Background: an optimization exercise with open tools, aiming at small area, a short achievable clock period and few clock cycles per item. Do not read the settings as production practice.
In this exercise RTL edits were held to simulation tests only and were not proved equivalent to the original.

==> flow/design.v (outline; a module is shown in full before it is edited, if it fits) <==
// module complex_square_lane: 962 lines
// module csq_final_r: 101 lines
// module csq_final_p: 8 lines
// module nch_complex_square: 83 lines
module nch_complex_square
#(
    parameter int WIDTH = 16,
    parameter int NCH   = 4,
    parameter int FRAC  = 14
) (
    input  logic                 clk,
    input  logic                 rst,
    input  logic [NCH*WIDTH-1:0] inReal,
    input  logic [NCH*WIDTH-1:0] inImag,
    input  logic                 inMode,
    input  logic                 inValid,
    output logic                 inReady,
    output logic [NCH*WIDTH-1:0] outReal,
    output logic [NCH*WIDTH-1:0] outImag,
    output logic                 outValid,
    input  logic                 outReady,
    output logic [NCH-1:0]       satFlag
);
  // ...
==> flow/flow/run.sh <==
#!/bin/bash
# Layout flow: the standard layout, with two changes:
# - synthesis: the coarse-to-fine synth step runs without its quick ABC pass,
#   so that extract_fa sees the design's full adders as written (the ABC pass
#   rewrites their polarity and leaves inverters between adders). The final
#   ABC mapping, the flip-flop mapping and the rest are the standard ones.
# - placement: every input and output port still gets its buffer, but a plain
#   buf_1 (resized later where timing needs it) instead of the delay cell
#   clkdlybuf4s50_1 that buffer_ports picks by default.
set -euo pipefail
work=$(pwd)
# The synthesis script: the standard flow's own, with its synth wrapper adding -noabc to
# the "fine:" run only.
sed '1s/.*/proc synth {args} { if {[lsearch -exact $args "fine:"] >= 0} { yosys synth -nofsm -noshare -noabc {*}$args } else { yosys synth -nofsm -noshare {*}$args } }/' \
  "$work/synth_recipe.tcl" > "$work/noabc_synth.tcl"
grep -q 'noabc' "$work/noabc_synth.tcl"
sed "s#/synth_recipe.tcl#/noabc_synth.tcl#" "$work/standard.sh" > "$work/noabc_standard.sh"
grep -q 'noabc_synth.tcl' "$work/noabc_standard.sh"
bash "$work/noabc_standard.sh" "BUFFER_PORTS_ARGS=-buffer_cell sky130_fd_sc_hd__buf_1" finish > "$work/flow_make.log" 2>&1
==> flow/standard.sh <==
#!/bin/bash
# synth_recipe.tcl (not shown) runs the flow's synth.tcl, then flattens the netlist and writes it again
# the make line also repeats each setting of config.mk as NAME=value (left out here)
make -C /OpenROAD-flow-scripts/flow DESIGN_CONFIG=/design/flow/config.mk WORK_HOME=/design/flow/orfs CLKGATE_MAP_FILE= SYNTH_SCRIPT=/design/flow/synth_recipe.tcl "${@:-finish}"
==> flow/config.mk <==
export PLATFORM = sky130hd
export DESIGN_NAME = nch_complex_square
export DESIGN_NICKNAME = nch_complex_square
export VERILOG_FILES = /design/flow/design.v
export SDC_FILE = /design/flow/constraint.sdc
export NUM_CORES = 4
export LEC_CHECK = 0
export CAP_MARGIN = 20
export CORE_MARGIN = 2
export CORE_UTILIZATION = 40
export SETUP_SLACK_MARGIN = 4.85
export SLEW_MARGIN = 20
export TNS_END_PERCENT = 0
==> flow/constraint.sdc <==
create_clock -name core_clock -period 9.0 [get_ports {clk}]
set_input_delay 1.8000 -clock core_clock [delete_from_list [all_inputs] [get_ports {clk}]]
set_output_delay 1.8000 -clock core_clock [all_outputs]
set_load 0.01 [all_outputs]
==> flow_summary_export.csv, run 1 <==
group,metric,value,unit
drt,route.detailed.drc,0,
logic_synthesis,syn_area,80500,sq um
worst_hold_path,hold_start,"s2Valid",
logic_synthesis,async_flop_share,0.418,%
clock_tree,clk_pin_slew,0.06,ns
worst_setup_path,criticalPathCategory,"in -> out",
floorplanning,die_h,452,um
cells_and_area,final_common_cell,"fa_1",
worst_setup_path,worstSetupEndpointType,"primary output",
global_route,grtUsageMet3,2.95,%
logic_synthesis,ys_seq_area_share,26.7,%
placed_design,dpl.cell_count,9383,
drt,wl_met1,85600,um
sta,final.min_clock_period,4.29,ns
global_route,antenna_found_initial,4,
sta,max_freq,233,MHz
global_route,grt.total_usage,20.1,%
logic_synthesis,synth_top_family_by_area,"adder cells",
clock_tree,htreeDepth,3,
logic_synthesis,ys_types,94,
drt,highest_layer,"met4",
logic_synthesis,synth_edf_count,714,
floorplanning,io_pins,267,
cells_and_area,largest_reg_flops,273,
floorplanning,row_count,164,
cells_and_area,buffer_area_share,2.68,%
placed_design,hpwl,139000,um
cells_and_area,final_cell_mix,"1,196 x fa_1, 747 x and2_1, 714 x edfxtp_1",
clock_tree,cts_resized,15,
placed_design,io_buffer_count,266,
clock_tree,ctsHoldBuffers,0,
sta,fin_skew,0.0356,ns
cells_and_area,fill_cells,18635,
logic_synthesis,synthSimpleGateAreaFrac,9.55,%
placed_design,dpl_worst_slack,3.96,ns
cells_and_area,largest_register,"s2R",
drt,drt-initial-drc-count,3492,
worst_hold_path,worstHoldEndpoint,"outValid",
run_status,status,"complete, no violations",
Testbench counts, summed over its fixed seeds: cycles 12,024, items 12,000.
==> module csq_final_r, before the edit <==
module csq_final_r (
    input  logic [70:0] bits,
    output logic [18:0] top
);
    logic [22:0] sum;
    logic f_1, f_2, f_3, f_4, f_5, f_6, f_7, f_8, f_9, f_10, f_11, f_12, f_13, f_14, f_15, f_16, f_17, f_18, f_19, f_20, f_21, f_22, f_23, f_24, f_25, f_26, f_27, f_28, f_29, f_30, f_31, f_32, f_33, f_34, f_35, f_36, f_37, f_38, f_39, f_40, f_41, f_42, f_43, f_44, f_45, f_46, f_47, f_48, f_49, f_50, f_51, f_52, f_53, f_54, f_55, f_56, f_57, f_58, f_59, f_60, f_61, f_62, f_63, f_64, f_65, f_66, f_67, f_68, f_69, f_70, f_71, f_72, f_73, f_74, f_75, f_76, f_77, f_78, f_79, f_80, f_81, f_82, f_83, f_84, f_85, f_86, f_87, f_88, f_89, f_90, f_91, f_92;
    assign f_1 = bits[0] ^ bits[1];
    assign f_2 = bits[0] & bits[1];
    assign f_3 = bits[4] ^ bits[5];
    assign f_4 = bits[4] & bits[5];
    assign f_5 = bits[7] ^ bits[8];
    assign f_6 = bits[7] & bits[8];
    assign f_7 = bits[10] ^ bits[11];
    assign f_8 = bits[10] & bits[11];
    assign f_9 = bits[13] ^ bits[14];
    assign f_10 = bits[13] & bits[14];
    assign f_11 = bits[16] ^ bits[17];
    assign f_12 = bits[16] & bits[17];
    assign f_13 = bits[19] ^ bits[20];
    assign f_14 = bits[19] & bits[20];
    assign f_15 = bits[22] ^ bits[23];
    assign f_16 = bits[22] & bits[23];
    assign f_17 = bits[25] ^ bits[26];
    assign f_18 = bits[25] & bits[26];
    assign f_19 = bits[28] ^ bits[29];
    assign f_20 = bits[28] & bits[29];
    assign f_21 = bits[31] ^ bits[32];
    assign f_22 = bits[31] & bits[32];
    assign f_23 = bits[34] ^ bits[35];
    assign f_24 = bits[34] & bits[35];
    assign f_25 = bits[37] ^ bits[38];
    assign f_26 = bits[37] & bits[38];
    assign f_27 = bits[40] ^ bits[41];
    assign f_28 = bits[40] & bits[41];
    assign f_29 = bits[43] ^ bits[44];
    assign f_30 = bits[43] & bits[44];
    assign f_31 = bits[46] ^ bits[47];
    assign f_32 = bits[46] & bits[47];
    assign f_33 = bits[49] ^ bits[50];
    assign f_34 = bits[49] & bits[50];
    assign f_35 = bits[52] ^ bits[53];
    assign f_36 = bits[52] & bits[53];
    assign f_37 = bits[55] ^ bits[56];
    assign f_38 = bits[55] & bits[56];
    assign f_39 = bits[58] ^ bits[59];
    assign f_40 = bits[58] & bits[59];
    assign f_41 = bits[61] ^ bits[62];
    assign f_42 = bits[61] & bits[62];
    assign f_43 = bits[64] ^ bits[65];
    assign f_44 = bits[64] & bits[65];
    assign f_45 = bits[67] ^ bits[68];
    assign f_46 = bits[67] & bits[68];
    assign f_47 = bits[2] ^ bits[3];
    assign f_48 = bits[2] & bits[3];
    assign f_49 = bits[6] ^ f_2 ^ f_3;
    assign f_50 = (bits[6] & f_2) | (f_3 & (bits[6] ^ f_2));
    assign f_51 = bits[9] ^ f_4 ^ f_5;
    assign f_52 = (bits[9] & f_4) | (f_5 & (bits[9] ^ f_4));
    assign f_53 = bits[12] ^ f_6 ^ f_7;
    assign f_54 = (bits[12] & f_6) | (f_7 & (bits[12] ^ f_6));
    assign f_55 = bits[15] ^ f_8 ^ f_9;
    assign f_56 = (bits[15] & f_8) | (f_9 & (bits[15] ^ f_8));
    assign f_57 = bits[18] ^ f_10 ^ f_11;
    assign f_58 = (bits[18] & f_10) | (f_11 & (bits[18] ^ f_10));
    assign f_59 = bits[21] ^ f_12 ^ f_13;
    assign f_60 = (bits[21] & f_12) | (f_13 & (bits[21] ^ f_12));
    assign f_61 = bits[24] ^ f_14 ^ f_15;
    assign f_62 = (bits[24] & f_14) | (f_15 & (bits[24] ^ f_14));
    assign f_63 = bits[27] ^ f_16 ^ f_17;
    assign f_64 = (bits[27] & f_16) | (f_17 & (bits[27] ^ f_16));
    assign f_65 = bits[30] ^ f_18 ^ f_19;
    assign f_66 = (bits[30] & f_18) | (f_19 & (bits[30] ^ f_18));
    assign f_67 = bits[33] ^ f_20 ^ f_21;
    assign f_68 = (bits[33] & f_20) | (f_21 & (bits[33] ^ f_20));
    assign f_69 = bits[36] ^ f_22 ^ f_23;
    assign f_70 = (bits[36] & f_22) | (f_23 & (bits[36] ^ f_22));
    assign f_71 = bits[39] ^ f_24 ^ f_25;
    assign f_72 = (bits[39] & f_24) | (f_25 & (bits[39] ^ f_24));
    assign f_73 = bits[42] ^ f_26 ^ f_27;
    assign f_74 = (bits[42] & f_26) | (f_27 & (bits[42] ^ f_26));
    assign f_75 = bits[45] ^ f_28 ^ f_29;
    assign f_76 = (bits[45] & f_28) | (f_29 & (bits[45] ^ f_28));
    assign f_77 = bits[48] ^ f_30 ^ f_31;
    assign f_78 = (bits[48] & f_30) | (f_31 & (bits[48] ^ f_30));
    assign f_79 = bits[51] ^ f_32 ^ f_33;
    assign f_80 = (bits[51] & f_32) | (f_33 & (bits[51] ^ f_32));
    assign f_81 = bits[54] ^ f_34 ^ f_35;
    assign f_82 = (bits[54] & f_34) | (f_35 & (bits[54] ^ f_34));
    assign f_83 = bits[57] ^ f_36 ^ f_37;
    assign f_84 = (bits[57] & f_36) | (f_37 & (bits[57] ^ f_36));
    assign f_85 = bits[60] ^ f_38 ^ f_39;
    assign f_86 = (bits[60] & f_38) | (f_39 & (bits[60] ^ f_38));
    assign f_87 = bits[63] ^ f_40 ^ f_41;
    assign f_88 = (bits[63] & f_40) | (f_41 & (bits[63] ^ f_40));
    assign f_89 = bits[66] ^ f_42 ^ f_43;
    assign f_90 = (bits[66] & f_42) | (f_43 & (bits[66] ^ f_42));
    assign f_91 = bits[69] ^ f_44 ^ f_45;
    assign f_92 = (bits[69] & f_44) | (f_45 & (bits[69] ^ f_44));
    assign sum = {f_90, f_88, f_86, f_84, f_82, f_80, f_78, f_76, f_74, f_72, f_70, f_68, f_66, f_64, f_62, f_60, f_58, f_56, f_54, f_52, f_50, f_48, f_47} + {f_91, f_89, f_87, f_85, f_83, f_81, f_79, f_77, f_75, f_73, f_71, f_69, f_67, f_65, f_63, f_61, f_59, f_57, f_55, f_53, f_51, f_49, f_1} + 23'(bits[70]);
    assign top = sum[22:4];
endmodule
==> inputs of run 2 (changes only) <==
--- a/flow/design.v
+++ b/flow/design.v
@@ -1,12 +1,12 @@
 package nch_csq_pkg;
     localparam logic MODE_SQUARE = 1'b0;
     localparam logic MODE_MAG2   = 1'b1;
-    localparam int   RBITS = 71;
+    localparam int   RBITS = 47;
     localparam int   PBITS = 45;
 endpackage
 module complex_square_lane (
     input  logic [15:0] a,
     input  logic [15:0] b,
     input  logic        mode,
     output logic [nch_csq_pkg::RBITS-1:0] rBits,
     output logic [nch_csq_pkg::PBITS-1:0] pBits
@@ -50,31 +50,34 @@
     logic qb_157, qb_158, qb_159, qb_160, qb_161, qb_162, qb_163, qb_164, qb_165, qb_166, qb_167, qb_168, qb_169, qb_170, qb_171, qb_172;
     logic qb_173, qb_174, qb_175, qb_176, qb_177, qb_178, qb_179, qb_180, qb_181, qb_182, qb_183, qb_184, qb_185, qb_186, qb_187, qb_188;
     logic qb_189, qb_190, qb_191, qb_192, qb_193, qb_194, qb_195, qb_196, qb_197, qb_198, qb_199, qb_200, qb_201, qb_202, qb_203, qb_204;
     logic qb_205, qb_206, qb_207, qb_208, qb_209, qb_210, qb_211, qb_212, r_1, r_2, r_3, r_4, r_5, r_6, r_7, r_8;
     logic r_9, r_10, r_11, r_12, r_13, r_14, r_15, r_16, r_17, r_18, r_19, r_20, r_21, r_22, r_23, r_24;
     logic r_25, r_26, r_27, r_28, r_29, r_30, r_31, r_32, r_33, r_34, r_35, r_36, r_37, r_38, r_39, r_40;
     logic r_41, r_42, r_43, r_44, r_45, r_46, r_47, r_48, r_49, r_50, r_51, r_52, r_53, r_54, r_55, r_56;
     logic r_57, r_58, r_59, r_60, r_61, r_62, r_63, r_64, r_65, r_66, r_67, r_68, r_69, r_70, r_71, r_72;
-    logic r_73, r_74, r_75, r_76, r_77, r_78, r_79, r_80, r_81, r_82, p_1, p_2, p_3, p_4, p_5, p_6;
-    logic p_7, p_8, p_9, p_10, p_11, p_12, p_13, p_14, p_15, p_16, p_17, p_18, p_19, p_20, p_21, p_22;
-    logic p_23, p_24, p_25, p_26, p_27, p_28, p_29, p_30, p_31, p_32, p_33, p_34, p_35, p_36, p_37, p_38;
-    logic p_39, p_40, p_41, p_42, p_43, p_44, p_45, p_46, p_47, p_48, p_49, p_50, p_51, p_52, p_53, p_54;
-    logic p_55, p_56, p_57, p_58, p_59, p_60, p_61, p_62, p_63, p_64, p_65, p_66, p_67, p_68, p_69, p_70;
-    logic p_71, p_72, p_73, p_74, p_75, p_76, p_77, p_78, p_79, p_80, p_81, p_82, p_83, p_84, p_85, p_86;
-    logic p_87, p_88, p_89, p_90, p_91, p_92, p_93, p_94, p_95, p_96, p_97, p_98, p_99, p_100, p_101, p_102;
-    logic p_103, p_104, p_105, p_106, p_107, p_108, p_109, p_110, p_111, p_112, p_113, p_114, p_115, p_116, p_117, p_118;
-    logic p_119, p_120, p_121, p_122, p_123, p_124, p_125, p_126, p_127, p_128, p_129, p_130, p_131, p_132, p_133, p_134;
-    logic p_135, p_136, p_137, p_138, p_139, p_140, p_141, p_142, p_143, p_144, p_145, p_146, p_147, p_148, p_149, p_150;
-    logic p_151, p_152, p_153, p_154, p_155, p_156, p_157, p_158, p_159, p_160, p_161, p_162, p_163, p_164, p_165, p_166;
-    logic p_167, p_168, p_169, p_170, p_171, p_172, p_173, p_174, p_175, p_176, p_177, p_178, p_179, p_180, p_181, p_182;
-    logic p_183, p_184, p_185, p_186, p_187, p_188, p_189, p_190, p_191, p_192, p_193, p_194, p_195, p_196, p_197, p_198;
-    logic p_199, p_200, p_201, p_202, p_203, p_204, p_205, p_206, p_207, p_208, p_209, p_210, p_211, p_212, p_213, p_214;
-    logic p_215, p_216, p_217, p_218, p_219, p_220, p_221, p_222, p_223, p_224;
+    logic r_73, r_74, r_75, r_76, r_77, r_78, r_79, r_80, r_81, r_82, r_83, r_84, r_85, r_86, r_87, r_88;
+    logic r_89, r_90, r_91, r_92, r_93, r_94, r_95, r_96, r_97, r_98, r_99, r_100, r_101, r_102, r_103, r_104;
+    logic r_105, r_106, r_107, r_108, r_109, r_110, r_111, r_112, r_113, r_114, r_115, r_116, r_117, r_118, r_119, r_120;
+    logic r_121, r_122, r_123, r_124, r_125, r_126, r_127, r_128, p_1, p_2, p_3, p_4, p_5, p_6, p_7, p_8;
+    logic p_9, p_10, p_11, p_12, p_13, p_14, p_15, p_16, p_17, p_18, p_19, p_20, p_21, p_22, p_23, p_24;
+    logic p_25, p_26, p_27, p_28, p_29, p_30, p_31, p_32, p_33, p_34, p_35, p_36, p_37, p_38, p_39, p_40;
+    logic p_41, p_42, p_43, p_44, p_45, p_46, p_47, p_48, p_49, p_50, p_51, p_52, p_53, p_54, p_55, p_56;
+    logic p_57, p_58, p_59, p_60, p_61, p_62, p_63, p_64, p_65, p_66, p_67, p_68, p_69, p_70, p_71, p_72;
+    logic p_73, p_74, p_75, p_76, p_77, p_78, p_79, p_80, p_81, p_82, p_83, p_84, p_85, p_86, p_87, p_88;
+    logic p_89, p_90, p_91, p_92, p_93, p_94, p_95, p_96, p_97, p_98, p_99, p_100, p_101, p_102, p_103, p_104;
+    logic p_105, p_106, p_107, p_108, p_109, p_110, p_111, p_112, p_113, p_114, p_115, p_116, p_117, p_118, p_119, p_120;
+    logic p_121, p_122, p_123, p_124, p_125, p_126, p_127, p_128, p_129, p_130, p_131, p_132, p_133, p_134, p_135, p_136;
+    logic p_137, p_138, p_139, p_140, p_141, p_142, p_143, p_144, p_145, p_146, p_147, p_148, p_149, p_150, p_151, p_152;
+    logic p_153, p_154, p_155, p_156, p_157, p_158, p_159, p_160, p_161, p_162, p_163, p_164, p_165, p_166, p_167, p_168;
+    logic p_169, p_170, p_171, p_172, p_173, p_174, p_175, p_176, p_177, p_178, p_179, p_180, p_181, p_182, p_183, p_184;
+    logic p_185, p_186, p_187, p_188, p_189, p_190, p_191, p_192, p_193, p_194, p_195, p_196, p_197, p_198, p_199, p_200;
+    logic p_201, p_202, p_203, p_204, p_205, p_206, p_207, p_208, p_209, p_210, p_211, p_212, p_213, p_214, p_215, p_216;
+    logic p_217, p_218, p_219, p_220, p_221, p_222, p_223, p_224;
     assign sub = (mode != nch_csq_pkg::MODE_MAG2);
     assign bo0 = b[0] ^ 1'b0;
     assign bt0 = (b[1] & ~b[0] & ~1'b0) | (~b[1] & b[0] & 1'b0);
     assign bn0 = b[1];
     assign bp0_0 = (bo0 & a[0]) ^ bn0;
     assign bp0_1 = ((bo0 & a[1]) | (bt0 & a[0])) ^ bn0;
     assign bp0_2 = ((bo0 & a[2]) | (bt0 & a[1])) ^ bn0;
     assign bp0_3 = ((bo0 & a[3]) | (bt0 & a[2])) ^ bn0;
@@ -732,16 +735,62 @@
     assign r_75 = r_10 ^ (qb_163 ^ sub) ^ r_11;
     assign r_76 = (r_10 & (qb_163 ^ sub)) | (r_11 & (r_10 ^ (qb_163 ^ sub)));
     assign r_77 = (qb_165 ^ sub) ^ r_12 ^ r_13;
     assign r_78 = ((qb_165 ^ sub) & r_12) | (r_13 & ((qb_165 ^ sub) ^ r_12));
     assign r_79 = (qb_167 ^ sub) ^ r_14 ^ r_15;
     assign r_80 = ((qb_167 ^ sub) & r_14) | (r_15 & ((qb_167 ^ sub) ^ r_14));
     assign r_81 = (qb_169 ^ sub) ^ r_16 ^ r_17;
     assign r_82 = ((qb_169 ^ sub) & r_16) | (r_17 & ((qb_169 ^ sub) ^ r_16));
+    assign r_83 = (qb_171 ^ sub) ^ r_18 ^ r_19;
+    assign r_84 = ((qb_171 ^ sub) & r_18) | (r_19 & ((qb_171 ^ sub) ^ r_18));
+    assign r_85 = (qb_173 ^ sub) ^ r_20 ^ r_21;
+    assign r_86 = ((qb_173 ^ sub) & r_20) | (r_21 & ((qb_173 ^ sub) ^ r_20));
+    assign r_87 = (qb_175 ^ sub) ^ r_22 ^ r_23;
+    assign r_88 = ((qb_175 ^ sub) & r_22) | (r_23 & ((qb_175 ^ sub) ^ r_22));
+    assign r_89 = (qb_177 ^ sub) ^ r_24 ^ r_25;
+    assign r_90 = ((qb_177 ^ sub) & r_24) | (r_25 & ((qb_177 ^ sub) ^ r_24));
+    assign r_91 = (qb_179 ^ sub) ^ r_26 ^ r_27;
+    assign r_92 = ((qb_179 ^ sub) & r_26) | (r_27 & ((qb_179 ^ sub) ^ r_26));
+    assign r_93 = (qb_181 ^ sub) ^ r_28 ^ r_29;
+    assign r_94 = ((qb_181 ^ sub) & r_28) | (r_29 & ((qb_181 ^ sub) ^ r_28));
+    assign r_95 = (qb_183 ^ sub) ^ r_30 ^ r_31;
+    assign r_96 = ((qb_183 ^ sub) & r_30) | (r_31 & ((qb_183 ^ sub) ^ r_30));
+    assign r_97 = (qb_185 ^ sub) ^ r_32 ^ r_33;
+    assign r_98 = ((qb_185 ^ sub) & r_32) | (r_33 & ((qb_185 ^ sub) ^ r_32));
+    assign r_99 = (qb_187 ^ sub) ^ r_34 ^ r_35;
+    assign r_100 = ((qb_187 ^ sub) & r_34) | (r_35 & ((qb_187 ^ sub) ^ r_34));
+    assign r_101 = (qb_189 ^ sub) ^ r_36 ^ r_37;
+    assign r_102 = ((qb_189 ^ sub) & r_36) | (r_37 & ((qb_189 ^ sub) ^ r_36));
+    assign r_103 = (qb_191 ^ sub) ^ r_38 ^ r_39;
+    assign r_104 = ((qb_191 ^ sub) & r_38) | (r_39 & ((qb_191 ^ sub) ^ r_38));
+    assign r_105 = (qb_193 ^ sub) ^ r_40 ^ r_41;
+    assign r_106 = ((qb_193 ^ sub) & r_40) | (r_41 & ((qb_193 ^ sub) ^ r_40));
+    assign r_107 = (qb_195 ^ sub) ^ r_42 ^ r_43;
+    assign r_108 = ((qb_195 ^ sub) & r_42) | (r_43 & ((qb_195 ^ sub) ^ r_42));
+    assign r_109 = (qb_197 ^ sub) ^ r_44 ^ r_45;
+    assign r_110 = ((qb_197 ^ sub) & r_44) | (r_45 & ((qb_197 ^ sub) ^ r_44));
+    assign r_111 = (qb_199 ^ sub) ^ r_46 ^ r_47;
+    assign r_112 = ((qb_199 ^ sub) & r_46) | (r_47 & ((qb_199 ^ sub) ^ r_46));
+    assign r_113 = (qb_201 ^ sub) ^ r_49 ^ r_48;
+    assign r_114 = ((qb_201 ^ sub) & r_49) | (r_48 & ((qb_201 ^ sub) ^ r_49));
+    assign r_115 = (qb_203 ^ sub) ^ r_50 ^ r_51;
+    assign r_116 = ((qb_203 ^ sub) & r_50) | (r_51 & ((qb_203 ^ sub) ^ r_50));
+    assign r_117 = (qb_205 ^ sub) ^ r_52 ^ r_53;
+    assign r_118 = ((qb_205 ^ sub) & r_52) | (r_53 & ((qb_205 ^ sub) ^ r_52));
+    assign r_119 = (qb_207 ^ sub) ^ r_54 ^ r_55;
+    assign r_120 = ((qb_207 ^ sub) & r_54) | (r_55 & ((qb_207 ^ sub) ^ r_54));
+    assign r_121 = (qb_209 ^ sub) ^ r_57 ^ r_56;
+    assign r_122 = ((qb_209 ^ sub) & r_57) | (r_56 & ((qb_209 ^ sub) ^ r_57));
+    assign r_123 = (qb_211 ^ sub) ^ r_58 ^ r_59;
+    assign r_124 = ((qb_211 ^ sub) & r_58) | (r_59 & ((qb_211 ^ sub) ^ r_58));
+    assign r_125 = (1'b1 ^ sub) ^ r_61 ^ r_60;
+    assign r_126 = ((1'b1 ^ sub) & r_61) | (r_60 & ((1'b1 ^ sub) ^ r_61));
+    assign r_127 = (1'b1 ^ sub) ^ r_63 ^ r_62;
+    assign r_128 = ((1'b1 ^ sub) & r_63) | (r_62 & ((1'b1 ^ sub) ^ r_63));
     assign rLow = {1'b0, {r_80, r_78, r_76, r_74, r_72, r_70, r_68, r_67, r_66, r_65}} + {1'b0, {r_81, r_79, r_77, r_75, r_73, r_71, r_69, r_3, sub, (b[0] ^ sub)}};
     assign p_1 = bn5 ^ bp0_10;
     assign p_2 = bn5 & bp0_10;
     assign p_3 = bp0_11 ^ bp1_9;
     assign p_4 = bp0_11 & bp1_9;
     assign p_5 = bn6 ^ bp0_12 ^ bp1_10;
     assign p_6 = (bn6 & bp0_12) | (bp1_10 & (bn6 ^ bp0_12));
     assign p_7 = bp2_8 ^ bp3_6;
@@ -958,118 +1007,25 @@
     assign p_218 = (p_120 & p_165) | (p_164 & (p_120 ^ p_165));
     assign p_219 = bp7_13 ^ p_167 ^ p_166;
     assign p_220 = (bp7_13 & p_167) | (p_166 & (bp7_13 ^ p_167));
     assign p_221 = ~bp6_16 ^ bp7_14 ^ p_168;
     assign p_222 = (~bp6_16 & bp7_14) | (p_168 & (~bp6_16 ^ bp7_14));
     assign p_223 = ~bp7_15;
     assign p_224 = bp7_15;
     assign pLow = {1'b0, {p_180, p_178, p_176, p_174, p_172, p_170, p_169, bp0_1, bn0}} + {1'b0, {p_181, p_179, p_177, p_175, p_173, p_171, bp1_0, 1'b0, bp0_0}};
-    assign rBits = {rLow[10], (1'b1 ^ sub), r_63, r_62, (1'b1 ^ sub), r_61, r_60, (qb_211 ^ sub), r_59, r_58, (qb_209 ^ sub), r_57, r_56, (qb_207 ^ sub), r_55, r_54, (qb_205 ^ sub), r_53, r_52, (qb_203 ^ sub), r_51, r_50, (qb_201 ^ sub), r_49, r_48, (qb_199 ^ sub), r_47, r_46, (qb_197 ^ sub), r_45, r_44, (qb_195 ^ sub), r_43, r_42, (qb_193 ^ sub), r_41, r_40, (qb_191 ^ sub), r_39, r_38, (qb_189 ^ sub), r_37, r_36, (qb_187 ^ sub), r_35, r_34, (qb_185 ^ sub), r_33, r_32, (qb_183 ^ sub), r_31, r_30, (qb_181 ^ sub), r_29, r_28, (qb_179 ^ sub), r_27, r_26, (qb_177 ^ sub), r_25, r_24, (qb_175 ^ sub), r_23, r_22, (qb_173 ^ sub), r_21, r_20, r_82, (qb_171 ^ sub), r_19, r_18};
+    assign rBits = {rLow[10], r_127, r_126, r_125, r_124, r_123, r_122, r_121, r_120, r_119, r_118, r_117, r_116, r_115, r_114, r_113, r_112, r_111, r_110, r_109, r_108, r_107, r_106, r_105, r_104, r_103, r_102, r_101, r_100, r_99, r_98, r_97, r_96, r_95, r_94, r_93, r_92, r_91, r_90, r_89, r_88, r_87, r_86, r_85, r_84, r_83, r_82};
     assign pBits = {pLow[9], ~bp7_16, p_224, p_223, p_222, p_221, p_220, p_219, p_218, p_217, p_216, p_215, p_214, p_213, p_212, p_211, p_210, p_209, p_208, p_207, p_206, p_205, p_204, p_203, p_202, p_201, p_200, p_199, p_198, p_197, p_196, p_195, p_194, p_193, p_192, p_191, p_190, p_189, p_188, p_187, p_186, p_185, p_184, p_183, p_182};
 endmodule
 module csq_final_r (
-    input  logic [70:0] bits,
+    input  logic [46:0] bits,
     output logic [18:0] top
 );
     logic [22:0] sum;
-    logic f_1, f_2, f_3, f_4, f_5, f_6, f_7, f_8, f_9, f_10, f_11, f_12, f_13, f_14, f_15, f_16, f_17, f_18, f_19, f_20, f_21, f_22, f_23, f_24, f_25, f_26, f_27, f_28, f_29, f_30, f_31, f_32, f_33, f_34, f_35, f_36, f_37, f_38, f_39, f_40, f_41, f_42, f_43, f_44, f_45, f_46, f_47, f_48, f_49, f_50, f_51, f_52, f_53, f_54, f_55, f_56, f_57, f_58, f_59, f_60, f_61, f_62, f_63, f_64, f_65, f_66, f_67, f_68, f_69, f_70, f_71, f_72, f_73, f_74, f_75, f_76, f_77, f_78, f_79, f_80, f_81, f_82, f_83, f_84, f_85, f_86, f_87, f_88, f_89, f_90, f_91, f_92;
-    assign f_1 = bits[0] ^ bits[1];
-    assign f_2 = bits[0] & bits[1];
-    assign f_3 = bits[4] ^ bits[5];
-    assign f_4 = bits[4] & bits[5];
-    assign f_5 = bits[7] ^ bits[8];
-    assign f_6 = bits[7] & bits[8];
-    assign f_7 = bits[10] ^ bits[11];
-    assign f_8 = bits[10] & bits[11];
-    assign f_9 = bits[13] ^ bits[14];
-    assign f_10 = bits[13] & bits[14];
-    assign f_11 = bits[16] ^ bits[17];
-    assign f_12 = bits[16] & bits[17];
-    assign f_13 = bits[19] ^ bits[20];
-    assign f_14 = bits[19] & bits[20];
-    assign f_15 = bits[22] ^ bits[23];
-    assign f_16 = bits[22] & bits[23];
-    assign f_17 = bits[25] ^ bits[26];
-    assign f_18 = bits[25] & bits[26];
-    assign f_19 = bits[28] ^ bits[29];
-    assign f_20 = bits[28] & bits[29];
-    assign f_21 = bits[31] ^ bits[32];
-    assign f_22 = bits[31] & bits[32];
-    assign f_23 = bits[34] ^ bits[35];
-    assign f_24 = bits[34] & bits[35];
-    assign f_25 = bits[37] ^ bits[38];
-    assign f_26 = bits[37] & bits[38];
-    assign f_27 = bits[40] ^ bits[41];
-    assign f_28 = bits[40] & bits[41];
-    assign f_29 = bits[43] ^ bits[44];
-    assign f_30 = bits[43] & bits[44];
-    assign f_31 = bits[46] ^ bits[47];
-    assign f_32 = bits[46] & bits[47];
-    assign f_33 = bits[49] ^ bits[50];
-    assign f_34 = bits[49] & bits[50];
-    assign f_35 = bits[52] ^ bits[53];
-    assign f_36 = bits[52] & bits[53];
-    assign f_37 = bits[55] ^ bits[56];
-    assign f_38 = bits[55] & bits[56];
-    assign f_39 = bits[58] ^ bits[59];
-    assign f_40 = bits[58] & bits[59];
-    assign f_41 = bits[61] ^ bits[62];
-    assign f_42 = bits[61] & bits[62];
-    assign f_43 = bits[64] ^ bits[65];
-    assign f_44 = bits[64] & bits[65];
-    assign f_45 = bits[67] ^ bits[68];
-    assign f_46 = bits[67] & bits[68];
-    assign f_47 = bits[2] ^ bits[3];
-    assign f_48 = bits[2] & bits[3];
-    assign f_49 = bits[6] ^ f_2 ^ f_3;
-    assign f_50 = (bits[6] & f_2) | (f_3 & (bits[6] ^ f_2));
-    assign f_51 = bits[9] ^ f_4 ^ f_5;
-    assign f_52 = (bits[9] & f_4) | (f_5 & (bits[9] ^ f_4));
-    assign f_53 = bits[12] ^ f_6 ^ f_7;
-    assign f_54 = (bits[12] & f_6) | (f_7 & (bits[12] ^ f_6));
-    assign f_55 = bits[15] ^ f_8 ^ f_9;
-    assign f_56 = (bits[15] & f_8) | (f_9 & (bits[15] ^ f_8));
-    assign f_57 = bits[18] ^ f_10 ^ f_11;
-    assign f_58 = (bits[18] & f_10) | (f_11 & (bits[18] ^ f_10));
-    assign f_59 = bits[21] ^ f_12 ^ f_13;
-    assign f_60 = (bits[21] & f_12) | (f_13 & (bits[21] ^ f_12));
-    assign f_61 = bits[24] ^ f_14 ^ f_15;
-    assign f_62 = (bits[24] & f_14) | (f_15 & (bits[24] ^ f_14));
-    assign f_63 = bits[27] ^ f_16 ^ f_17;
-    assign f_64 = (bits[27] & f_16) | (f_17 & (bits[27] ^ f_16));
-    assign f_65 = bits[30] ^ f_18 ^ f_19;
-    assign f_66 = (bits[30] & f_18) | (f_19 & (bits[30] ^ f_18));
-    assign f_67 = bits[33] ^ f_20 ^ f_21;
-    assign f_68 = (bits[33] & f_20) | (f_21 & (bits[33] ^ f_20));
-    assign f_69 = bits[36] ^ f_22 ^ f_23;
-    assign f_70 = (bits[36] & f_22) | (f_23 & (bits[36] ^ f_22));
-    assign f_71 = bits[39] ^ f_24 ^ f_25;
-    assign f_72 = (bits[39] & f_24) | (f_25 & (bits[39] ^ f_24));
-    assign f_73 = bits[42] ^ f_26 ^ f_27;
-    assign f_74 = (bits[42] & f_26) | (f_27 & (bits[42] ^ f_26));
-    assign f_75 = bits[45] ^ f_28 ^ f_29;
-    assign f_76 = (bits[45] & f_28) | (f_29 & (bits[45] ^ f_28));
-    assign f_77 = bits[48] ^ f_30 ^ f_31;
-    assign f_78 = (bits[48] & f_30) | (f_31 & (bits[48] ^ f_30));
-    assign f_79 = bits[51] ^ f_32 ^ f_33;
-    assign f_80 = (bits[51] & f_32) | (f_33 & (bits[51] ^ f_32));
-    assign f_81 = bits[54] ^ f_34 ^ f_35;
-    assign f_82 = (bits[54] & f_34) | (f_35 & (bits[54] ^ f_34));
-    assign f_83 = bits[57] ^ f_36 ^ f_37;
-    assign f_84 = (bits[57] & f_36) | (f_37 & (bits[57] ^ f_36));
-    assign f_85 = bits[60] ^ f_38 ^ f_39;
-    assign f_86 = (bits[60] & f_38) | (f_39 & (bits[60] ^ f_38));
-    assign f_87 = bits[63] ^ f_40 ^ f_41;
-    assign f_88 = (bits[63] & f_40) | (f_41 & (bits[63] ^ f_40));
-    assign f_89 = bits[66] ^ f_42 ^ f_43;
-    assign f_90 = (bits[66] & f_42) | (f_43 & (bits[66] ^ f_42));
-    assign f_91 = bits[69] ^ f_44 ^ f_45;
-    assign f_92 = (bits[69] & f_44) | (f_45 & (bits[69] ^ f_44));
-    assign sum = {f_90, f_88, f_86, f_84, f_82, f_80, f_78, f_76, f_74, f_72, f_70, f_68, f_66, f_64, f_62, f_60, f_58, f_56, f_54, f_52, f_50, f_48, f_47} + {f_91, f_89, f_87, f_85, f_83, f_81, f_79, f_77, f_75, f_73, f_71, f_69, f_67, f_65, f_63, f_61, f_59, f_57, f_55, f_53, f_51, f_49, f_1} + 23'(bits[70]);
+    assign sum = {bits[44], bits[42], bits[40], bits[38], bits[36], bits[34], bits[32], bits[30], bits[28], bits[26], bits[24], bits[22], bits[20], bits[18], bits[16], bits[14], bits[12], bits[10], bits[8], bits[6], bits[4], bits[2], bits[0]} + {bits[45], bits[43], bits[41], bits[39], bits[37], bits[35], bits[33], bits[31], bits[29], bits[27], bits[25], bits[23], bits[21], bits[19], bits[17], bits[15], bits[13], bits[11], bits[9], bits[7], bits[5], bits[3], bits[1]} + 23'(bits[46]);
     assign top = sum[22:4];
 endmodule
 module csq_final_p (
     input  logic [44:0] bits,
     output logic [18:0] top
 );
     logic [22:0] sum;
     assign sum = {1'b1, bits[42], bits[40], bits[38], bits[36], bits[34], bits[32], bits[30], bits[28], bits[26], bits[24], bits[22], bits[20], bits[18], bits[16], bits[14], bits[12], bits[10], bits[8], bits[6], bits[4], bits[2], bits[0]} + {1'b0, bits[43], bits[41], bits[39], bits[37], bits[35], bits[33], bits[31], bits[29], bits[27], bits[25], bits[23], bits[21], bits[19], bits[17], bits[15], bits[13], bits[11], bits[9], bits[7], bits[5], bits[3], bits[1]} + 23'(bits[44]);
==> flow/flow/run.sh (replaced) <==
#!/bin/bash
# Layout flow: the standard layout, with one change to synthesis: the
# coarse-to-fine synth step runs without its quick ABC pass, so that
# extract_fa sees the design's full adders as written (the ABC pass rewrites
# their polarity and leaves inverters between adders). The final ABC mapping,
# the flip-flop mapping and every later step are the standard ones.
set -euo pipefail
work=$(pwd)
# The synthesis script: the standard flow's own, with its synth wrapper adding -noabc to
# the "fine:" run only.
sed '1s/.*/proc synth {args} { if {[lsearch -exact $args "fine:"] >= 0} { yosys synth -nofsm -noshare -noabc {*}$args } else { yosys synth -nofsm -noshare {*}$args } }/' \
  "$work/synth_recipe.tcl" > "$work/noabc_synth.tcl"
grep -q 'noabc' "$work/noabc_synth.tcl"
sed "s#/synth_recipe.tcl#/noabc_synth.tcl#" "$work/standard.sh" > "$work/noabc_standard.sh"
grep -q 'noabc_synth.tcl' "$work/noabc_standard.sh"
bash "$work/noabc_standard.sh" finish > "$work/flow_make.log" 2>&1
==> flow/config.mk (replaced) <==
export PLATFORM = sky130hd
export DESIGN_NAME = nch_complex_square
export DESIGN_NICKNAME = nch_complex_square
export VERILOG_FILES = /design/flow/design.v
export SDC_FILE = /design/flow/constraint.sdc
export NUM_CORES = 4
export LEC_CHECK = 0
export CAP_MARGIN = 20
export CORE_MARGIN = 2
export CORE_UTILIZATION = 40
export SETUP_SLACK_MARGIN = 5.0
export SLEW_MARGIN = 20
==> run 2 against run 1 <==
Compared with the run above:
- hold slack improved by 0.0048 ns
- fmax increased by 3.7%
- register-to-register slack improved by 0.16 ns
- synthesized cell count decreased by 2.0%
- routed wire length increased by 7.7%
- die area decreased by 4.8%
- design area increased by 6.0%
- critical path depth unchanged
- critical path type unchanged
==> flow_summary_export.csv, run 2 <==
group,metric,value,unit
placed_design,hpwl,133000,um
clock_tree,cts_root_buf,"clkbuf_16",
sta,maxSlewHeadroom,28.1,%
clock_tree,cts.sinks,633,
global_route,grt_pass1_vias,55899,
logic_synthesis,yosysTopAreaCell,"fa_1",
logic_synthesis,yosysWarnings,1,
floorplanning,die_width,442,um
floorplanning,initial_utilization,40.3,%
worst_hold_path,hold_class,"reg -> reg",
sta,final.min_clock_period,4.13,ns
cells_and_area,reg.largest.list,"s2R (188), s2P (180)",
cells_and_area,final_cell_mix,"1,053 x fa_1, 736 x and2_1, 659 x xnor2_1",
sta,fin_crit_sh,45.9,%
global_route,grt_busiest_layer,"met2",
worst_setup_path,cp-start-kind,"primary input",
cells_and_area,nets,9065,
placed_design,dpl_worst_slack,3.91,ns
drt,avgRoutedWirePerCell,22.2,um
placed_design,io_buffer_count,266,
logic_synthesis,synth_edf_count,630,
sta,finalHoldViolCount,0,
sta,max_freq,242,MHz
cells_and_area,largest_register,"s2R",
clock_tree,ctsHoldBuffers,0,
floorplanning,io_pins,267,
global_route,antenna_found_initial,1,
global_route,grtUsageMet2,36.2,%
global_route,grt_util_met1,28.7,%
worst_setup_path,cp_top_family,"buffers and inverters",
logic_synthesis,yosys.area.top_type_share,31.4,%
placed_design,place_area,81800,sq um
logic_synthesis,synth_fa_ha_area_share,41.1,%
sta,rsz0062_at_grt,"true",
floorplanning,row_count,160,
worst_setup_path,worst-path-max-fanout,2,
logic_synthesis,synth_most_common_cell,"fa_1",
worst_setup_path,arrival,2.33,ns
logic_synthesis,ys.flop_type,"edfxtp_1",
drt,drtPass1Iterations,6,
logic_synthesis,synth-compound-area-share,9.54,%
logic_synthesis,synth_top_family_by_area,"adder cells",
clock_tree,clock_path_buffers,3,
drt,detail-route-antenna-nets,0,
cells_and_area,largest_reg_flops,188,
worst_setup_path,crit_top_cell,"buf_6",
floorplanning,core,190000,sq um
sta,setup_viol,0,
run_status,status,"complete, no violations",
sta,drv_slew,0,
worst_setup_path,crit_buf_inv,2,
sta,timing.hold.ws,0.471,ns
drt,via_per_inst,5.42,
logic_synthesis,synth-xor-area-share,10.1,%
logic_synthesis,netlist_top_cells_area,"fa_1 31%, edfxtp_1 25%, ha_1 9.7%",
global_route,grt_max_degree,166,
worst_setup_path,crit_slowest_cell,"nand2b_4",
logic_synthesis,ys_seq_area_share,24.8,%
logic_synthesis,async_flop_share,0.474,%
logic_synthesis,synthSimpleGateAreaFrac,9.89,%
sta,fin_skew,0.0262,ns
flow_run,max_cap_violations,0,
clock_tree,clk_latency,0.72,ns
logic_synthesis,synth.avg_cell_area,11.5,sq um
global_route,grtUsageMet3,3.15,%
global_route,grt.total_usage,21.7,%
worst_setup_path,criticalPathCategory,"in -> out",
drt,num_vias,52672,
logic_synthesis,ys_types,82,
worst_setup_path,slowest_delay,0.25,ns
clock_tree,numCtsBuffers,85,
drt,drt-initial-drc-count,4053,
placed_design,dpl.cell_count,9100,
cells_and_area,post_layout_nonfiller_instances,9710,
cells_and_area,fin_area,92700,sq um
logic_synthesis,synthTopCellsByCount,"1,200 x fa_1, 748 x and2_1, 699 x xnor2_1",
logic_synthesis,netlist_instances,6676,
placed_design,place.gp.congestion,0.826,
clock_tree,cts_tree,"built",
sta,setup_slack,4.87,ns
floorplanning,die-area,195000,sq um
worst_setup_path,worstSetupEndpointType,"primary output",
worst_setup_path,crit_required,7.20,ns
cells_and_area,syn2layout_area_growth,21.1,%
worst_setup_path,cp_cell_sequence,"buf_6 > nand2b_4 > buf_6",
global_route,overflow,0,
cells_and_area,final_common_cell,"fa_1",
logic_synthesis,synth.ff_latch_count,633,
logic_synthesis,syn_nets,8605,
cells_and_area,drive_gt1_share,14.3,%
clock_tree,htreeDepth,3,
global_route,grt_pass1_wl,327000,um
sta,worst_pin_slew,1.07,ns
cells_and_area,final_core_util,48.8,%
sta,tns,0,ns
logic_synthesis,syn_area,76600,sq um
logic_synthesis,synthMuxAreaShare,0.136,%
floorplanning,die_h,442,um
drt,route.detailed.drc,0,
drt,routed_wl,216000,um
clock_tree,clk_pin_slew,0.05,ns
-- run 2: changes by cell type after synthesis, sizes merged, moves of 10 or more --
cell	previous run	this run
a21o	105	127
ha	687	596
nor3	26	16
nor2	121	140
o22ai	1	16
o21a	67	45
inv	356	389
xnor2	713	701
edfxtp	714	630
-- run 2: kinds of logic after synthesis --
logic type      count (synthesis)
compound gates               1060
xor+xnor                      883
fa+ha+maj                    1796
buf+inv                       890
flops                         633
mux                            10
simple gates                 1404
-- run 2: worst paths after layout --
check,from,endpoint,slack (ns),depth (start not counted)
min reg2reg,s2Valid,outValid,0.47,1
min in group asynchronous,rst,s2Valid,1.25,2
max in group asynchronous,rst,outValid,7.62,2
max,outReady,inReady,4.87,3
max reg2reg,s1Real[31],s2R[62],4.94,10
min,s2Valid,outValid,0.47,1
-- run 2: metal layers --
layer / vias to the layer above / wire length [um]
li1: 23295 / -
met1: 27321 / 88600
met2: 1725 / 106000
met3: 331 / 13700
met4: 0 / 8020
met5: - / 0
-- run 2: layout make-up --
cell class                 count  area, sq um
fill                       16849        97400
multi-input combinational   5155        55400
sequential                   633        19000
timing repair buffer         867        11000
tap                         2511         3140
clock buffer                 106         2270
inverter                     394         1520
clock inverter                42          478
antenna                        2         5.00
-- run 2: what timing repair did --
item / 4_1_cts / 5_1_grt
gates cloned: 63 / 37
buffers inserted: 208 / 152
pin swaps: 70 / 204
endpoints found under the setup margin: 391 / 205
resized for setup: 354 / 215
Testbench counts of run 2, summed over its fixed seeds: cycles 12,024, items 12,000.
==> inputs of run 3 (changes only) <==
==> flow/flow/run.sh (replaced) <==
#!/bin/bash
set -euo pipefail
work=$(pwd)
# The synthesis script: the standard flow's own, with its synth wrapper adding -noabc to
# the "fine:" run only.
sed '1s/.*/proc synth {args} { if {[lsearch -exact $args "fine:"] >= 0} { yosys synth -nofsm -noshare -noabc {*}$args } else { yosys synth -nofsm -noshare {*}$args } }/' \
  "$work/synth_recipe.tcl" > "$work/noabc_synth.tcl"
grep -q 'noabc' "$work/noabc_synth.tcl"
sed "s#/synth_recipe.tcl#/noabc_synth.tcl#" "$work/standard.sh" > "$work/noabc_standard.sh"
grep -q 'noabc_synth.tcl' "$work/noabc_standard.sh"
bash "$work/noabc_standard.sh" "BUFFER_PORTS_ARGS=-buffer_cell sky130_fd_sc_hd__buf_1" SKIP_GATE_CLONING=1 finish > "$work/flow_make.log" 2>&1
--- a/flow/config.mk
+++ b/flow/config.mk
@@ -8,5 +8,5 @@
 export CAP_MARGIN = 20
 export CORE_MARGIN = 2
 export CORE_UTILIZATION = 40
-export SETUP_SLACK_MARGIN = 5.0
+export SETUP_SLACK_MARGIN = 4.85
 export SLEW_MARGIN = 20
==> run 3 against run 2 <==
Compared with the run above:
- routed wire length fell by 7.0%
- worst setup slack got worse by 0.0076 ns
- die area did not move
- synthesized area did not move
- count of clock-buffer cells in the layout fell by 12
- still clean
- synthesized cell count did not move
- final cell count fell by 3.2%
- fmax fell by 0.18%
- hold slack improved by 0.0072 ns
==> flow_summary_export.csv, run 3 <==
group,metric,value,unit
placed_design,place.gp.congestion,0.838,
cells_and_area,final_core_util,45.2,%
sta,maxSlewHeadroom,32.2,%
worst_setup_path,worstSetupEndpointType,"primary output",
logic_synthesis,yosysWarnings,1,
cells_and_area,fin_area,85900,sq um
cells_and_area,largest_register,"s2R",
drt,num_vias,50546,
floorplanning,die_h,442,um
placed_design,place_area,80000,sq um
drt,via_per_inst,5.38,
logic_synthesis,ys_types,82,
cells_and_area,fill_cells,17439,
logic_synthesis,synth.ff_latch_count,633,
cells_and_area,final_cell_mix,"1,165 x fa_1, 747 x and2_1, 671 x xnor2_1",
global_route,antenna_found_initial,3,
drt,detail-route-antenna-nets,0,
cells_and_area,final_common_cell,"fa_1",
worst_setup_path,crit_buf_inv,3,
logic_synthesis,netlist_instances,6676,
cells_and_area,nets,8749,
worst_setup_path,cp_cell_sequence,"buf_1 > nand2b_4 > buf_12 > buf_6",
cells_and_area,largest_reg_flops,188,
clock_tree,numCtsBuffers,83,
logic_synthesis,syn_area,76600,sq um
logic_synthesis,ys_seq_area_share,24.8,%
floorplanning,die-area,195000,sq um
global_route,grt.total_usage,20.8,%
clock_tree,cts_root_buf,"clkbuf_16",
logic_synthesis,syn_nets,8605,
sta,finalHoldViolCount,0,
sta,rsz0062_at_grt,"true",
worst_setup_path,worst-path-max-fanout,5,
cells_and_area,reg.largest.list,"s2R (188), s2P (180)",
floorplanning,core,190000,sq um
drt,drt-initial-drc-count,3251,
cells_and_area,syn2layout_area_growth,12.3,%
run_status,status,"complete, no violations",
worst_setup_path,slowest_delay,0.15,ns
clock_tree,clk_latency,0.74,ns
global_route,overflow,0,
flow_run,max_cap_violations,0,
logic_synthesis,yosysTopAreaCell,"fa_1",
worst_setup_path,cp_top_family,"buffers and inverters",
drt,routed_wl,201000,um
sta,max_freq,242,MHz
clock_tree,cts.sinks,633,
sta,fin_skew,0.0371,ns
clock_tree,cts_tree,"built",
clock_tree,htreeDepth,3,
sta,final.min_clock_period,4.14,ns
sta,worst_pin_slew,1.02,ns
sta,fin_crit_sh,46.0,%
sta,drv_slew,0,
logic_synthesis,yosys.area.top_type_share,31.4,%
logic_synthesis,netlist_top_cells_area,"fa_1 31%, edfxtp_1 25%, ha_1 9.7%",
placed_design,dpl.cell_count,9106,
worst_setup_path,cp-start-kind,"primary input",
logic_synthesis,synth_edf_count,630,
cells_and_area,post_layout_nonfiller_instances,9401,
clock_tree,ctsHoldBuffers,0,
sta,tns,0,ns
floorplanning,io_pins,267,
worst_hold_path,hold_class,"reg -> reg",
worst_setup_path,arrival,2.34,ns
drt,route.detailed.drc,0,
global_route,grt_pass1_wl,317000,um
floorplanning,initial_utilization,40.3,%
logic_synthesis,ys.flop_type,"edfxtp_1",
worst_setup_path,crit_required,7.20,ns
floorplanning,die_width,442,um
placed_design,io_buffer_count,266,
worst_setup_path,criticalPathCategory,"in -> out",
drt,avgRoutedWirePerCell,21.4,um
logic_synthesis,async_flop_share,0.474,%
logic_synthesis,synth.avg_cell_area,11.5,sq um
global_route,grt_max_degree,79,
clock_tree,clk_pin_slew,0.06,ns
logic_synthesis,synthTopCellsByCount,"1,200 x fa_1, 748 x and2_1, 699 x xnor2_1",
cells_and_area,drive_gt1_share,8.17,%
global_route,grt_pass1_vias,54762,
clock_tree,clock_path_buffers,3,
floorplanning,row_count,160,
placed_design,hpwl,135000,um
logic_synthesis,synth_most_common_cell,"fa_1",
worst_setup_path,crit_slowest_cell,"buf_12",
drt,drtPass1Iterations,6,
sta,setup_viol,0,
-- run 3: cell counts after synthesis --
No cell type changed its count.
-- run 3: path summary, 6_finish.rpt --
check | startpoint | endpoint | slack (ns) | cells past startpoint
max | outReady | inReady | 4.86 | 4
min | s2Valid | outValid | 0.48 | 1
max reg2reg | s1Real[18] | s2R[60] | 4.91 | 8
min reg2reg | s2Valid | outValid | 0.48 | 1
max in group asynchronous | rst | s2Valid | 7.97 | 2
min in group asynchronous | rst | outValid | 0.90 | 2
-- run 3: stage by stage --
stage          hold slack (ns)  setup WS, ns
2_1_floorplan            0.430          1.07
3_3_place_gp             0.443          4.08
3_5_place_dp             0.464          4.04
4_1_cts                  0.481          4.85
5_1_grt                  0.490          4.81
6_report                 0.478          4.86
-- run 3: timing repair --
item | 4_1_cts | 5_1_grt
setup buffers | 107 | 33
endpoints found under the setup margin | 230 | 173
resized for setup | 168 | 175
pin swaps | 8 | 60
-- run 3: layer usage --
layer	track usage (%)	part of all wire (%)	wire (um)	vias up
met4	7.46	3.4	6930	0
met3	2.55	5.1	10200	309
met2	35.3	49	98700	1414
met1	27.5	42	85000	26221
li1	-	-	-	22602
met5	0	0	0	-
-- run 3: final cells by class --
class,count,area (sq um),share of cell area (%)
inverters,394,1510,1.75
well taps,2511,3140,3.66
multi-input cells,5153,54700,63.6
flip-flops and latches,633,19000,22.1
repair buffers,555,4800,5.59
clock inverters,59,676,0.786
clock buffers,94,2120,2.46
diodes,2,5.00,0.00582
-- run 3: worst register-to-register path: stages, from the launching register on --
cell and delay (ns):
edfxtp_1 0.42, buf_12 0.20, and2_1 0.19, fa_1 0.49, fa_1 0.44, fa_1 0.52, fa_1 0.62, fa_1 0.47
fa_1 0.47
-- run 3: logic make-up after synthesis --
| group | after synthesis | synth area share, % |
|---|---|---|
| buf+inv | 890 | 4.39 |
| compound gates | 1060 | 9.54 |
| xor+xnor | 883 | 10.1 |
| flops | 633 | 24.8 |
| mux | 10 | 0.136 |
| simple gates | 1404 | 9.89 |
| fa+ha+maj | 1796 | 41.1 |
==> inputs of run 4 (changes only) <==
--- a/flow/flow/run.sh
+++ b/flow/flow/run.sh
@@ -1,4 +1,12 @@
 #!/bin/bash
+# Layout flow: the standard layout, with two changes:
+# - synthesis: the coarse-to-fine synth step runs without its quick ABC pass,
+#   so that extract_fa sees the design's full adders as written (the ABC pass
+#   rewrites their polarity and leaves inverters between adders). The final
+#   ABC mapping, the flip-flop mapping and the rest are the standard ones.
+# - placement: every input and output port still gets its buffer, but a plain
+#   buf_1 (resized later where timing needs it) instead of the delay cell
+#   clkdlybuf4s50_1 that buffer_ports picks by default.
 set -euo pipefail
 work=$(pwd)
 # The synthesis script: the standard flow's own, with its synth wrapper adding -noabc to
@@ -8,4 +16,4 @@
 grep -q 'noabc' "$work/noabc_synth.tcl"
 sed "s#/synth_recipe.tcl#/noabc_synth.tcl#" "$work/standard.sh" > "$work/noabc_standard.sh"
 grep -q 'noabc_synth.tcl' "$work/noabc_standard.sh"
-bash "$work/noabc_standard.sh" "BUFFER_PORTS_ARGS=-buffer_cell sky130_fd_sc_hd__buf_1" SKIP_GATE_CLONING=1 finish > "$work/flow_make.log" 2>&1
+bash "$work/noabc_standard.sh" "BUFFER_PORTS_ARGS=-buffer_cell sky130_fd_sc_hd__buf_1" finish > "$work/flow_make.log" 2>&1
--- a/flow/config.mk
+++ b/flow/config.mk
@@ -8,5 +8,5 @@
 export CAP_MARGIN = 20
 export CORE_MARGIN = 2
 export CORE_UTILIZATION = 40
-export SETUP_SLACK_MARGIN = 4.85
+export SETUP_SLACK_MARGIN = 5.0
 export SLEW_MARGIN = 20
==> run 4 against run 3 <==
Compared with the run above:
- still clean on timing, DRC and antenna
- non-clock buffer count grew 294
- first-iteration DRC count grew 29%
- global-route usage grew 1.3 points
- critical path depth shrank 1
- hold slack lost 0.0089 ns
==> flow_summary_export.csv, run 4 <==
group,metric,value,unit
floorplanning,initial_utilization,40.3,%
logic_synthesis,synthSimpleGateAreaFrac,9.89,%
global_route,overflow,0,
worst_setup_path,criticalPathCategory,"in -> out",
worst_setup_path,cp-start-kind,"primary input",
logic_synthesis,async_flop_share,0.474,%
global_route,grt_pass1_vias,56514,
logic_synthesis,yosysWarnings,1,
clock_tree,cts.sinks,633,
cells_and_area,final_common_cell,"fa_1",
sta,fin_crit_sh,46.0,%
logic_synthesis,synth.ff_latch_count,633,
placed_design,place.gp.congestion,0.832,
logic_synthesis,synth-compound-area-share,9.54,%
floorplanning,die_h,442,um
sta,drv_slew,0,
sta,finalHoldViolCount,0,
drt,avgRoutedWirePerCell,22.6,um
logic_synthesis,synth.avg_cell_area,11.5,sq um
logic_synthesis,synth_top_family_by_area,"adder cells",
placed_design,io_buffer_count,266,
cells_and_area,nets,9048,
logic_synthesis,synth_fa_ha_area_share,41.1,%
logic_synthesis,synthTopCellsByCount,"1,200 x fa_1, 748 x and2_1, 699 x xnor2_1",
placed_design,dpl.cell_count,9098,
cells_and_area,largest_reg_flops,188,
drt,routed_wl,220000,um
sta,final.min_clock_period,4.14,ns
floorplanning,die-area,195000,sq um
cells_and_area,fill_cells,16988,
clock_tree,ctsHoldBuffers,0,
global_route,antenna_found_initial,7,
clock_tree,numCtsBuffers,85,
clock_tree,cts_root_buf,"clkbuf_16",
logic_synthesis,netlist_top_cells_area,"fa_1 31%, edfxtp_1 25%, ha_1 9.7%",
global_route,grt_pass1_wl,332000,um
floorplanning,row_count,160,
drt,via_per_inst,5.44,
drt,drt-initial-drc-count,4198,
logic_synthesis,syn_area,76600,sq um
logic_synthesis,syn_nets,8605,
sta,fin_skew,0.0347,ns
clock_tree,htreeDepth,3,
global_route,grt_max_degree,172,
cells_and_area,post_layout_nonfiller_instances,9700,
worst_setup_path,worst-path-max-fanout,2,
floorplanning,io_pins,267,
logic_synthesis,netlist_instances,6676,
logic_synthesis,ys_types,82,
flow_run,max_cap_violations,0,
floorplanning,die_width,442,um
cells_and_area,drive_gt1_share,14.3,%
sta,max_freq,241,MHz
drt,detail-route-antenna-nets,0,
cells_and_area,reg.largest.list,"s2R (188), s2P (180)",
clock_tree,clk_pin_slew,0.05,ns
logic_synthesis,synth-xor-area-share,10.1,%
cells_and_area,final_cell_mix,"1,056 x fa_1, 730 x and2_1, 662 x xnor2_1",
logic_synthesis,ys_seq_area_share,24.8,%
worst_setup_path,crit_required,7.20,ns
sta,worst_pin_slew,1.04,ns
logic_synthesis,yosys.area.top_type_share,31.4,%
sta,setup_viol,0,
logic_synthesis,synth_edf_count,630,
sta,tns,0,ns
clock_tree,clk_latency,0.74,ns
logic_synthesis,ys.flop_type,"edfxtp_1",
worst_hold_path,hold_class,"reg -> reg",
placed_design,hpwl,134000,um
logic_synthesis,yosysTopAreaCell,"fa_1",
logic_synthesis,synth_most_common_cell,"fa_1",
sta,rsz0062_at_grt,"true",
cells_and_area,syn2layout_area_growth,19.0,%
worst_setup_path,arrival,2.34,ns
logic_synthesis,synthMuxAreaShare,0.136,%
global_route,grt.total_usage,22.1,%
clock_tree,cts_tree,"built",
drt,drtPass1Iterations,9,
run_status,status,"complete, no violations",
floorplanning,core,190000,sq um
drt,route.detailed.drc,0,
worst_setup_path,worstSetupEndpointType,"primary output",
cells_and_area,largest_register,"s2R",
sta,maxSlewHeadroom,30.8,%
clock_tree,clock_path_buffers,3,
drt,num_vias,52785,
[run 4: cell counts after synthesis]
Identical to the previous run, type by type.
[run 4: per-layer routing]
| metal | part of all wire [%] | global-route usage [%] | vias up | wire length (um) |
|---|---|---|---|---|
| met1 | 41 | 28.8 | 27276 | 89200 |
| met4 | 4.9 | 9.23 | 8 | 10700 |
| li1 | - | - | 23270 | - |
| met5 | 0.023 | 0 | - | 51 |
| met2 | 48 | 36.6 | 1821 | 106000 |
| met3 | 6.2 | 3.74 | 410 | 13500 |
[run 4: final timing paths]
path / slack (ns) / from / depth (start not counted) / end
worst max-delay path: 4.86 / outReady / 3 / inReady
worst min-delay path: 0.47 / s2Valid / 1 / outValid
worst max register to register: 4.90 / s1Real[44] / 9 / s2R[109]
worst min register to register: 0.47 / s2Valid / 1 / outValid
max in group asynchronous: 7.96 / rst / 2 / s1Valid
min in group asynchronous: 0.89 / rst / 2 / s2Valid
[run 4: repair_timing]
action | in CTS | in global routing
gates cloned | 67 | 34
endpoints found under the setup margin | 236 | 216
gates resized for setup | 385 | 204
pin swaps | 84 | 177
setup buffers | 210 | 133
[run 4: area by class of cell]
type / instances / area, sq um / area share [%]
antenna: 2 / 5.00 / 0.00549
clock buffer: 101 / 2230 / 2.45
clock inverter: 54 / 601 / 0.659
sequential: 633 / 19000 / 20.8
multi-input combinational: 5156 / 55400 / 60.8
inverter: 394 / 1520 / 1.67
tap: 2511 / 3140 / 3.45
timing repair buffer: 849 / 9250 / 10.2
[run 4: stage by stage]
step / area (sq um) / hold slack (ns) / util [%] / worst slack, ns
after global placement: 80100 / 0.443 / 42.1 / 4.20
after CTS: 88500 / 0.472 / 46.5 / 4.83
final: 91100 / 0.469 / 47.9 / 4.86
after global routing: 91100 / 0.501 / 47.9 / 4.83
after floorplan: 77200 / 0.430 / - / 1.07
after detailed placement: 80100 / 0.450 / 42.1 / 4.10
[run 4: kinds of logic (layout without fill, tap and decap cells)]
| logic type | count (synthesis) | after routing |
|---|---|---|
| compound gates | 1060 | 1061 |
| xor+xnor | 883 | 883 |
| fa+ha+maj | 1796 | 1796 |
| buf+inv | 890 | 1398 |
| flops | 633 | 633 |
| mux | 10 | 10 |
| other cells | 0 | 2 |
| simple gates | 1404 | 1406 |
[run 4: worst max-delay path, stage by stage]
cell and delay, ns:
buf_8 0.09, nand2b_4 0.23, buf_8 0.20
==> inputs of run 5 (changes only) <==
--- a/flow/config.mk
+++ b/flow/config.mk
@@ -10,3 +10,4 @@
 export CORE_UTILIZATION = 40
 export SETUP_SLACK_MARGIN = 5.0
 export SLEW_MARGIN = 20
+export TNS_END_PERCENT = 0
==> run 5 against run 4 <==
Compared with the run above:
- sequential cell count unchanged
- die area did not move
- critical path type unchanged
- largest cell class unchanged
- highest routed layer unchanged
==> flow_summary_export.csv, run 5 <==
group,metric,value,unit
clock_tree,htreeDepth,3,
placed_design,dpl_worst_slack,3.96,ns
worst_hold_path,hold_class,"reg -> reg",
drt,routed_wl,196000,um
global_route,grt_pass1_wl,310000,um
logic_synthesis,synth_edf_count,630,
cells_and_area,fill_cells,17634,
floorplanning,initial_utilization,40.3,%
worst_setup_path,arrival,2.42,ns
drt,route.detailed.drc,0,
drt,avgRoutedWirePerCell,20.8,um
floorplanning,die_width,442,um
sta,rsz0062_at_grt,"true",
sta,finalHoldViolCount,0,
cells_and_area,final_cell_mix,"1,197 x fa_1, 748 x and2_1, 686 x xnor2_1",
clock_tree,clock_path_buffers,3,
logic_synthesis,synth.avg_cell_area,11.5,sq um
floorplanning,die-area,195000,sq um
cells_and_area,syn2layout_area_growth,11.0,%
logic_synthesis,synth_most_common_cell,"fa_1",
clock_tree,cts.sinks,633,
logic_synthesis,synth.ff_latch_count,633,
logic_synthesis,yosys.area.top_type_share,31.4,%
placed_design,place_area,80000,sq um
flow_run,max_cap_violations,0,
floorplanning,die_h,442,um
cells_and_area,reg.largest.list,"s2R (188), s2P (180)",
run_status,status,"complete, no violations",
logic_synthesis,ys.flop_type,"edfxtp_1",
worst_setup_path,worst-path-max-fanout,4,
logic_synthesis,yosysWarnings,1,
worst_setup_path,worstSetupEndpointType,"primary output",
logic_synthesis,syn_nets,8605,
sta,timing.hold.ws,0.461,ns
logic_synthesis,ys_seq_area_share,24.8,%
global_route,grt_max_degree,165,
logic_synthesis,synthTopCellsByCount,"1,200 x fa_1, 748 x and2_1, 699 x xnor2_1",
placed_design,dpl.cell_count,9103,
cells_and_area,post_layout_nonfiller_instances,9377,
clock_tree,clk_pin_slew,0.05,ns
global_route,grt_pass1_vias,54298,
sta,drv_slew,0,
logic_synthesis,async_flop_share,0.474,%
drt,via_per_inst,5.38,
floorplanning,io_pins,267,
logic_synthesis,yosysTopAreaCell,"fa_1",
sta,worst_pin_slew,1.22,ns
drt,drtPass1Iterations,6,
logic_synthesis,netlist_instances,6676,
placed_design,place.gp.congestion,0.831,
logic_synthesis,netlist_top_cells_area,"fa_1 31%, edfxtp_1 25%, ha_1 9.7%",
sta,final.min_clock_period,4.22,ns
cells_and_area,final_core_util,44.7,%
global_route,antenna_found_initial,5,
cells_and_area,final_common_cell,"fa_1",
cells_and_area,drive_gt1_share,6.70,%
placed_design,hpwl,135000,um
placed_design,io_buffer_count,266,
sta,setup_viol,0,
clock_tree,ctsHoldBuffers,0,
cells_and_area,nets,8720,
worst_setup_path,crit_required,7.20,ns
clock_tree,cts_root_buf,"clkbuf_16",
cells_and_area,fin_area,85000,sq um
floorplanning,row_count,160,
sta,fin_skew,0.0407,ns
drt,num_vias,50423,
logic_synthesis,ys_types,82,
==> run 5: changes by cell type in the layout (fill, tap and decap cells not counted), moves of 28 or more <==
cell,before,now
bufbuf_16,65,8
fa_2,144,3
buf_12,125,43
buf_4,332,166
ha_1,564,592
fa_1,1056,1197
==> run 5: cells by family (layout without fill, tap and decap cells) <==
group / after synthesis / count (layout) / synth area share [%]
mux: 10 / 10 / 0.136
flops: 633 / 633 / 24.8
buf+inv: 890 / 1075 / 4.39
other cells: 0 / 3 / 0
xor+xnor: 883 / 883 / 10.1
fa+ha+maj: 1796 / 1796 / 41.1
simple gates: 1404 / 1406 / 9.89
compound gates: 1060 / 1060 / 9.54
==> run 5: path summary, 6_finish.rpt <==
kind	start	to	slack [ns]	depth (start not counted)
setup / recovery	outReady	inReady	4.78	4
hold / removal	s2Valid	outValid	0.46	1
setup reg to reg	s1Real[57]	s2R[160]	4.79	9
hold reg to reg	s2Valid	outValid	0.46	1
max in group asynchronous	rst	s1Valid	7.97	2
min in group asynchronous	rst	outValid	0.91	2
==> run 5: timing repair <==
item / 4_1_cts / 5_1_grt
buffers inserted: 82 / 9
pin swaps: 2 / 3
resized for setup: 127 / 35
endpoints found under the setup margin: 272 / 256
cloned: 10 / 9
==> run 5: layout make-up <==
class                      count  area [sq um]  area share [%]
tap                         2511          3140            3.70
clock buffer                 100          2270            2.67
clock inverter                59           727           0.855
sequential                   633         19000            22.3
inverter                     394          1490            1.75
antenna                        3          7.51         0.00883
timing repair buffer         522          3980            4.68
multi-input combinational   5155         54400            64.0
==> run 5: metal layers <==
| layer | up-vias | routed length [um] | track usage [%] |
|---|---|---|---|
| met4 | 2 | 7610 | 7.31 |
| met3 | 289 | 9690 | 2.91 |
| met2 | 1343 | 95300 | 33.9 |
| met5 | - | 13 | 0 |
| met1 | 26214 | 82800 | 27.0 |
| li1 | 22575 | - | - |
==> run 5: worst max-delay path, cell delays in order <==
cell,delay (ns)
buf_8,0.09
nand2b_4,0.13
buf_12,0.16
clkbuf_16,0.18

==> static timing again, ports no longer ideal <==
How much do the figures lean on ideal ports? The routed layouts below were timed once more, with nothing changed but the port constraints.
Step 1 assumes that a clkbuf_16 drives the clock port and a buf_2 every other input.
Step 2, shift: input delay + t, output delay - t, t = (earliest + latest rising clock arrival at the registers) / 2. This alone moves slack from input paths to output paths.
a / b / c = no drivers / after step 1 / after step 2; a / b = the first two.
run	shift t [ns]	setup WS [ns]	worst register clock-pin slew, ns
run 1	0.806	4.714 / 4.690 / 4.071	0.07 / 0.07
run 2	0.792	4.868 / 4.836 / 4.316	0.07 / 0.07
run 3	0.813	4.861 / 4.836 / 4.393	0.07 / 0.07
run 4	0.806	4.859 / 4.820 / 4.481	0.07 / 0.07
run 5	0.811	4.781 / 4.743 / 4.536	0.07 / 0.07
After both steps setup and hold are still met in every run listed. For run 1, which loses most, drivers alone change the setup slack by -0.024 ns; drivers and shift together by -0.643 ns.
